This is an optimization exercise on Yosys and OpenROAD, whose aim is a short achievable clock period and few clock cycles per item, not a production implementation.
At most, simulation tests tie the RTL to the original design; equivalence was not proved.
The flow treats the clock pin as an ideal source, which a real chip does not have.
Power is estimated from default activity; no workload was simulated.

// axi4_lite_regfile_slave
module axi4_lite_regfile_slave #(
  parameter int ADDRESS    = 32,
  parameter int DATA_WIDTH = 32,
  parameter int NUM_REGS   = 32
) (
  input  logic                    ACLK,
  input  logic                    ARESETN,
  input  logic [ADDRESS-1:0]      S_AWADDR,
  input  logic                    S_AWVALID,
  output logic                    S_AWREADY,
  input  logic [DATA_WIDTH-1:0]   S_WDATA,
  input  logic [DATA_WIDTH/8-1:0] S_WSTRB,
  input  logic                    S_WVALID,
  output logic                    S_WREADY,
  output logic [1:0]              S_BRESP,
  output logic                    S_BVALID,
  input  logic                    S_BREADY,
  input  logic [ADDRESS-1:0]      S_ARADDR,
  input  logic                    S_ARVALID,
  output logic                    S_ARREADY,
  output logic [DATA_WIDTH-1:0]   S_RDATA,
  output logic [1:0]              S_RRESP,
  output logic                    S_RVALID,
  input  logic                    S_RREADY
);
  localparam int SW    = DATA_WIDTH / 8;
  localparam int OFS   = $clog2(SW);
  localparam int IDX_W = (NUM_REGS > 1) ? $clog2(NUM_REGS) : 1;
  localparam logic [ADDRESS-1:0] NREGS_A = ADDRESS'(NUM_REGS);
  logic [NUM_REGS-1:0][DATA_WIDTH-1:0] mem;
  logic                  aw_v, w_v, cm;
  logic [NUM_REGS-1:0]   aw_sel;    
  logic                  aw_ok;
  logic [DATA_WIDTH-1:0] w_data;
  logic [SW-1:0]         w_strb;
  logic                  awready_q, wready_q;    
  logic                  aw_busy, w_busy;        
  logic                  aw_hs, w_hs, do_wr, wr_err, in_aw_ok;
  logic [ADDRESS-1:0]    in_aw_word;
  logic                  bvalid_q, bresp_q, b_nv0, b_v1, b_e0n, b_e1, b_pop, b_u0, b_u1;
  logic                  b_v0_n, b_v1_n, aw_v_n, w_v_n, b_e0_n;
  assign aw_hs      = S_AWVALID & ~aw_busy;
  assign w_hs       = S_WVALID & ~w_busy;
  assign do_wr      = (aw_v | aw_hs) & (w_v | w_hs);
  assign in_aw_word = S_AWADDR >> OFS;
  assign in_aw_ok   = in_aw_word < NREGS_A;
  assign wr_err     = aw_v ? ~aw_ok : ~in_aw_ok;
  assign b_pop  = ~b_nv0 & S_BREADY;
  assign b_u0   = b_pop ? b_v1 : ~b_nv0;    
  ...
Size in the first run: ~150 I/O pins.
clock: 5.0 ns
lec_check: 0
abc_clock_period_in_ps: 2000
cap_margin: 20
core_margin: 2
core_utilization: 55
cts_cluster_diameter: 60
cts_cluster_size: 20
place_density: 0.68
setup_slack_margin: 3.3
slew_margin: 20
run.sh (not shown) runs the stock make flow with config.mk's settings and CLKGATE_MAP_FILE= SYNTH_SCRIPT=/design/flow/synth_recipe.tcl, a recipe that flattens the netlist after the stock synthesis.
The baseline finished with timing, DRC and antenna clean.
==> next run, changes <==
CTS_CLUSTER_DIAMETER = 70   (was 60)
CTS_CLUSTER_SIZE = 25   (was 20)
Outcome: The changed run completed with no timing, DRC or antenna violations; worst setup slack improved by 69 ps; sequential share of layout area is higher by 0.81 points; via count is lower slightly; non-clock buffer count is lower by 49; cell area is lower slightly; wire length is lower slightly; count of clock-buffer cells in the layout is lower by 32; total power is lower by a few percent; fmax is higher by a few percent; core utilization is lower by 1.2 points; cell count is lower by a few percent.
Function was not checked in any run of this note: the RTL went through the layout flow alone.

axi4_lite_regfile_slave, a different RTL version from the one above (not shown whole).
For scale: roughly 3700 cells after synthesis, about 55000 um^2 of cells after synthesis.
==> flow/design.v (excerpt) <==
module axi4_lite_regfile_slave #(
  parameter int ADDRESS    = 32,
  parameter int DATA_WIDTH = 32,
  parameter int NUM_REGS   = 32
) (
  input  logic                    ACLK,
  input  logic                    ARESETN,
  input  logic [ADDRESS-1:0]      S_AWADDR,
  input  logic                    S_AWVALID,
  output logic                    S_AWREADY,
  input  logic [DATA_WIDTH-1:0]   S_WDATA,
  input  logic [DATA_WIDTH/8-1:0] S_WSTRB,
  input  logic                    S_WVALID,
  output logic                    S_WREADY,
  output logic [1:0]              S_BRESP,
  output logic                    S_BVALID,
  input  logic                    S_BREADY,
  input  logic [ADDRESS-1:0]      S_ARADDR,
  input  logic                    S_ARVALID,
  output logic                    S_ARREADY,
  output logic [DATA_WIDTH-1:0]   S_RDATA,
  output logic [1:0]              S_RRESP,
  output logic                    S_RVALID,
  input  logic                    S_RREADY
);
Settings: LEC_CHECK=0, CAP_MARGIN=20, CORE_MARGIN=2, CORE_UTILIZATION=62, CTS_CLUSTER_DIAMETER=70, CTS_CLUSTER_SIZE=25, PLACE_DENSITY=0.75, SETUP_SLACK_MARGIN=3.3, SLEW_MARGIN=20, SYNTH_HIERARCHICAL=1, SYNTH_MINIMUM_KEEP_SIZE=0; clock period 5.0 ns.
The baseline finished clean.
Testbench counts at the start, summed over its fixed seeds: cycles 17,099, items 32,000.
Change:
==> flow/flow/run.sh (new file) <==
#!/bin/bash
# The standard layout, with one added step before clock tree synthesis (flow/pre_cts.tcl):
# every register that drives an output port is placed beside that port's buffer.
set -euo pipefail
cd "$(dirname "$0")/.."
export PRE_CTS_TCL="$PWD/flow/pre_cts.tcl"
bash standard.sh > standard.log 2>&1
==> flow/flow/pre_cts.tcl (new file) <==
# Before clock tree synthesis: put each register that drives an output port's buffer right
# beside that buffer, so the register-to-port wire is short, then legalize the placement.
set block [ord::get_db_block]
set moved 0
foreach bterm [$block getBTerms] {
  if {[$bterm getIoType] != "OUTPUT"} { continue }
  set net [$bterm getNet]
  if {$net == "NULL"} { continue }
  set buf ""
  foreach it [$net getITerms] {
    if {[$it isOutputSignal]} { set buf [$it getInst] }
  }
  if {$buf == ""} { continue }
  set innet ""
  foreach it [$buf getITerms] {
    if {[$it isInputSignal] && [$it getNet] != "NULL"} { set innet [$it getNet] }
  }
  if {$innet == ""} { continue }
  set src ""
  foreach it [$innet getITerms] {
    if {[$it isOutputSignal]} { set src [$it getInst] }
  }
  if {$src == "" || ![[$src getMaster] isSequential]} { continue }
  if {[$src isFixed]} { continue }
  set loc [$buf getLocation]
  $src setLocation [lindex $loc 0] [lindex $loc 1]
  incr moved
}
puts "pre_cts: moved $moved output registers beside their port buffers"
detailed_placement
check_placement
==> flow/standard.sh (new file) <==
#!/bin/bash
# synth_recipe.tcl (not shown) runs the flow's synth.tcl, then flattens the netlist and writes it again
# the make line also repeats each setting of config.mk as NAME=value (left out here)
make -C /OpenROAD-flow-scripts/flow DESIGN_CONFIG=/design/flow/config.mk WORK_HOME=/design/flow/orfs CLKGATE_MAP_FILE= SYNTH_SCRIPT=/design/flow/synth_recipe.tcl "${@:-finish}"
--- a/flow/config.mk
+++ b/flow/config.mk
@@ -9,6 +9,6 @@
 export CORE_MARGIN = 2
-export CORE_UTILIZATION = 62
-export CTS_CLUSTER_DIAMETER = 70
-export CTS_CLUSTER_SIZE = 25
-export PLACE_DENSITY = 0.75
+export CORE_UTILIZATION = 55
+export CTS_CLUSTER_DIAMETER = 50
+export CTS_CLUSTER_SIZE = 40
+export PLACE_DENSITY = 0.68
 export SETUP_SLACK_MARGIN = 3.3
removed: flow/run.sh
The new run went through all stages and came out clean.
Cell count rises by 2.7%.
Total power came out higher by 7.3%.
Wire length fell by 7.8%.
Combinational power falls by about 10%.
Sequential share of layout area came out higher by 0.22 points.
Synthesized area is unchanged.
Cell area went down by 0.62%.
Critical path depth does not change.
Non-clock buffer count is lower by 113.
First-iteration DRC count falls by 17%.
Synthesized cell count does not change.
Change:
--- a/flow/config.mk
+++ b/flow/config.mk
@@ -10,4 +10,4 @@
 export CORE_UTILIZATION = 55
-export CTS_CLUSTER_DIAMETER = 50
-export CTS_CLUSTER_SIZE = 40
+export CTS_CLUSTER_DIAMETER = 100
+export CTS_CLUSTER_SIZE = 25
 export PLACE_DENSITY = 0.68
=> First-iteration DRC count is higher by a little under a tenth. Register-to-register slack hardly moves. Synthesized cell count does not change. Combinational power went up by a little under a tenth. Sequential power is about the same.
Change:
==> flow/run.sh (new file) <==
#!/bin/bash
# synth_recipe.tcl (not shown) runs the flow's synth.tcl, then flattens the netlist and writes it again
# the make line also repeats each setting of config.mk as NAME=value (left out here)
make -C /OpenROAD-flow-scripts/flow DESIGN_CONFIG=/design/flow/config.mk WORK_HOME=/design/flow/orfs CLKGATE_MAP_FILE= SYNTH_SCRIPT=/design/flow/synth_recipe.tcl finish
--- a/flow/config.mk
+++ b/flow/config.mk
@@ -10,3 +10,3 @@
 export CORE_UTILIZATION = 55
-export CTS_CLUSTER_DIAMETER = 100
+export CTS_CLUSTER_DIAMETER = 70
 export CTS_CLUSTER_SIZE = 25
removed: flow/flow/run.sh
removed: flow/flow/pre_cts.tcl
removed: flow/standard.sh
The changed run went through all stages and came out clean; synthesized cell count is unchanged; register-to-register slack is better by 20 ps; final cell count stays flat; clock power increases by 23%; wire length climbs by 0.80%; global-route usage went down by 0.52 points; total power came out higher by 4.3%.

Setup of harbor:
axi4_lite_regfile_slave again, from the RTL that the note above started with.
export LEC_CHECK = 0
export CAP_MARGIN = 20
export CORE_MARGIN = 2
export CORE_UTILIZATION = 55
export CTS_CLUSTER_DIAMETER = 70
export CTS_CLUSTER_SIZE = 25
export PLACE_DENSITY = 0.68
export SETUP_SLACK_MARGIN = 3.3
export SLEW_MARGIN = 20
export SYNTH_HIERARCHICAL = 1
export SYNTH_MINIMUM_KEEP_SIZE = 0
create_clock -name core_clock -period 5.0 [get_ports {ACLK}]
standard.sh (not shown) runs the stock make flow with config.mk's settings and CLKGATE_MAP_FILE= SYNTH_SCRIPT=/design/flow/synth_recipe.tcl, a recipe that flattens the netlist after the stock synthesis.
==> flow/flow/run.sh <==
#!/bin/bash
# The standard layout, with one added step before clock tree synthesis (flow/pre_cts.tcl):
# every register that drives an output port is placed beside that port's buffer.
set -euo pipefail
cd "$(dirname "$0")/.."
export PRE_CTS_TCL="$PWD/flow/pre_cts.tcl"
bash standard.sh > standard.log 2>&1
==> flow/flow/pre_cts.tcl <==
# Before clock tree synthesis: put each register that drives an output port's buffer right
# beside that buffer, so the register-to-port wire is short, then legalize the placement.
set block [ord::get_db_block]
set moved 0
foreach bterm [$block getBTerms] {
  if {[$bterm getIoType] != "OUTPUT"} { continue }
  set net [$bterm getNet]
  if {$net == "NULL"} { continue }
  set buf ""
  foreach it [$net getITerms] {
    if {[$it isOutputSignal]} { set buf [$it getInst] }
  }
  if {$buf == ""} { continue }
  set innet ""
  foreach it [$buf getITerms] {
    if {[$it isInputSignal] && [$it getNet] != "NULL"} { set innet [$it getNet] }
  }
  if {$innet == ""} { continue }
  set src ""
  foreach it [$innet getITerms] {
    if {[$it isOutputSignal]} { set src [$it getInst] }
  }
  if {$src == "" || ![[$src getMaster] isSequential]} { continue }
  if {[$src isFixed]} { continue }
  set loc [$buf getLocation]
  $src setLocation [lindex $loc 0] [lindex $loc 1]
  incr moved
}
puts "pre_cts: moved $moved output registers beside their port buffers"
detailed_placement
check_placement
harbor: no failed stages, no open violations at the end
Testbench counts of harbor, summed over its fixed seeds: cycles 17,099, items 32,000.
Inputs modified between harbor and juniper:
# harbor
export LEC_CHECK = 0
export CAP_MARGIN = 20
export CORE_MARGIN = 2
export CORE_UTILIZATION = 55
export CTS_CLUSTER_DIAMETER = 70
export CTS_CLUSTER_SIZE = 25
export PLACE_DENSITY = 0.68
export SETUP_SLACK_MARGIN = 3.3
export SLEW_MARGIN = 20
export SYNTH_HIERARCHICAL = 1
export SYNTH_MINIMUM_KEEP_SIZE = 0
create_clock -name core_clock -period 5.0 [get_ports {ACLK}]
# juniper
export LEC_CHECK = 0
export CAP_MARGIN = 20
export CORE_MARGIN = 2
export CORE_UTILIZATION = 55
export CTS_CLUSTER_DIAMETER = 80
export CTS_CLUSTER_SIZE = 22
export PLACE_DENSITY = 0.68
export SETUP_SLACK_MARGIN = 3.3
export SLEW_MARGIN = 20
export SYNTH_HIERARCHICAL = 1
export SYNTH_MINIMUM_KEEP_SIZE = 0
create_clock -name core_clock -period 5.0 [get_ports {ACLK}]
==> summary.txt <==
Looking at the reports, juniper completed the entire flow and the layout it produced met the timing, DRC and antenna checks. [juniper vs harbor] end-of-flow core utilization: higher in juniper. Met3 wire length: juniper < harbor. For the global-route usage, juniper came in 0.37 points higher than harbor did. juniper vs harbor: transition at the pin with the smallest max-transition slack down. Wire length on met2, juniper and harbor: higher on harbor. Maximum clock frequency across juniper and harbor: no real change. On detailed placement HPWL, juniper and harbor are basically level.
Changes in willow relative to juniper:
# juniper
export LEC_CHECK = 0
export CAP_MARGIN = 20
export CORE_MARGIN = 2
export CORE_UTILIZATION = 55
export CTS_CLUSTER_DIAMETER = 80
export CTS_CLUSTER_SIZE = 22
export PLACE_DENSITY = 0.68
export SETUP_SLACK_MARGIN = 3.3
export SLEW_MARGIN = 20
export SYNTH_HIERARCHICAL = 1
export SYNTH_MINIMUM_KEEP_SIZE = 0
create_clock -name core_clock -period 5.0 [get_ports {ACLK}]
# willow
export LEC_CHECK = 0
export CAP_MARGIN = 20
export CORE_MARGIN = 2
export CORE_UTILIZATION = 55
export CTS_CLUSTER_DIAMETER = 60
export CTS_CLUSTER_SIZE = 30
export PLACE_DENSITY = 0.68
export SETUP_SLACK_MARGIN = 3.3
export SLEW_MARGIN = 20
export SYNTH_HIERARCHICAL = 1
export SYNTH_MINIMUM_KEEP_SIZE = 0
create_clock -name core_clock -period 5.0 [get_ports {ACLK}]
Results
- The clock group share of total power number comes out higher for willow vs juniper.
- Worst hold slack delta (willow − juniper): unfavourable
- Comparing willow against juniper, there is no change at all in synthesized area.
- Comparing willow and juniper, worst setup slack is lower on willow.
- Going from juniper to willow, power dissipated by switching net loads grows by 1.3 mW.
- Diff willow..juniper | count of inserted tapcells | unchanged
- Measured against each other, willow and juniper differ in relative area of clock buffers and inverters in the final design, the lower figure coming from juniper.
- Taking juniper as the reference, in willow core utilization of the finished layout picked up an extra 3.4 points; global-route usage over all layers picked up an extra 0.98 points.
## Diff of input files: amber against willow
# willow
export LEC_CHECK = 0
export CAP_MARGIN = 20
export CORE_MARGIN = 2
export CORE_UTILIZATION = 55
export CTS_CLUSTER_DIAMETER = 60
export CTS_CLUSTER_SIZE = 30
export PLACE_DENSITY = 0.68
export SETUP_SLACK_MARGIN = 3.3
export SLEW_MARGIN = 20
export SYNTH_HIERARCHICAL = 1
export SYNTH_MINIMUM_KEEP_SIZE = 0
create_clock -name core_clock -period 5.0 [get_ports {ACLK}]
# amber
export LEC_CHECK = 0
export CAP_MARGIN = 20
export CORE_MARGIN = 2
export CORE_UTILIZATION = 55
export CTS_CLUSTER_DIAMETER = 60
export CTS_CLUSTER_SIZE = 20
export PLACE_DENSITY = 0.68
export SETUP_SLACK_MARGIN = 3.3
export SLEW_MARGIN = 20
export SYNTH_HIERARCHICAL = 1
export SYNTH_MINIMUM_KEEP_SIZE = 0
create_clock -name core_clock -period 5.0 [get_ports {ACLK}]
==> flow/run.sh (new file) <==
#!/bin/bash
# synth_recipe.tcl (not shown) runs the flow's synth.tcl, then flattens the netlist and writes it again
# the make line also repeats each setting of config.mk as NAME=value (left out here)
make -C /OpenROAD-flow-scripts/flow DESIGN_CONFIG=/design/flow/config.mk WORK_HOME=/design/flow/orfs CLKGATE_MAP_FILE= SYNTH_SCRIPT=/design/flow/synth_recipe.tcl finish
removed: flow/flow/run.sh
removed: flow/flow/pre_cts.tcl
removed: flow/standard.sh
## What came out
- Compare willow and amber | maximum frequency lower: amber
- Number of detailed-route iterations in the first pass in amber is 2 lower than in willow
- Per the comparison of amber with willow, global-route usage fell 0.42 points; final non-filler cell area went up by about 0.4%; register fraction of the total cell area down 0.16 points; clock distribution power fell 2.8%.
- Post-placement worst setup slack: amber vs willow identical
- amber — smallest hold slack 0.021 ns higher, willow as reference
- Buffer count excluding the clock tree in the final layout (amber vs. willow) increases by a few percent

==> re-timing with driven ports <==
In the flow no input, the clock included, has a driving cell. The finished layouts below were timed again as built, in two steps.
Step 1, drivers: a clkbuf_16 drives ACLK and a buf_2 each remaining input, both assumed.
Step 2 adds t to the input delays and takes it off the output delays; t is the mean of the earliest and latest rising clock arrival at the registers after step 1. Input paths then give back, and output paths get back, about the clock's delay inside the block.
a / b / c = ideal ports / drivers / drivers and shift; a / b = the first two.
run	t (ns)	slack for setup (ns)	clock arrival spread, ns	worst data-port slew with drivers (ns)	pins driven straight from the clock port
the first run of note 1	0.791	2.601 / 2.601 / 2.304	0.063 / 0.062	0.08	1
the second run of note 1	0.744	2.669 / 2.669 / 2.422	0.044 / 0.044	0.08	1
the first run of note 2	0.751	2.792 / 2.724 / 2.421	0.033 / 0.034	0.14	1
the second run of note 2	0.808	2.768 / 2.692 / 2.464	0.037 / 0.036	0.16	1
the third run of note 2	0.778	2.784 / 2.712 / 2.482	0.028 / 0.028	0.15	1
the fourth run of note 2	0.736	2.787 / 2.715 / 2.585	0.041 / 0.042	0.15	1
harbor	0.734	2.832 / 2.756 / 2.521	0.035 / 0.035	0.16	1
juniper	0.723	2.838 / 2.767 / 2.570	0.038 / 0.038	0.16	1
willow	0.791	2.774 / 2.699 / 2.506	0.033 / 0.034	0.16	1
amber	0.776	2.752 / 2.675 / 2.515	0.036 / 0.036	0.14	1
After both steps every run listed still meets setup and hold. The setup slack of the first run of note 2, which loses most, moves by -0.068 ns with the drivers and by -0.371 ns with both steps.
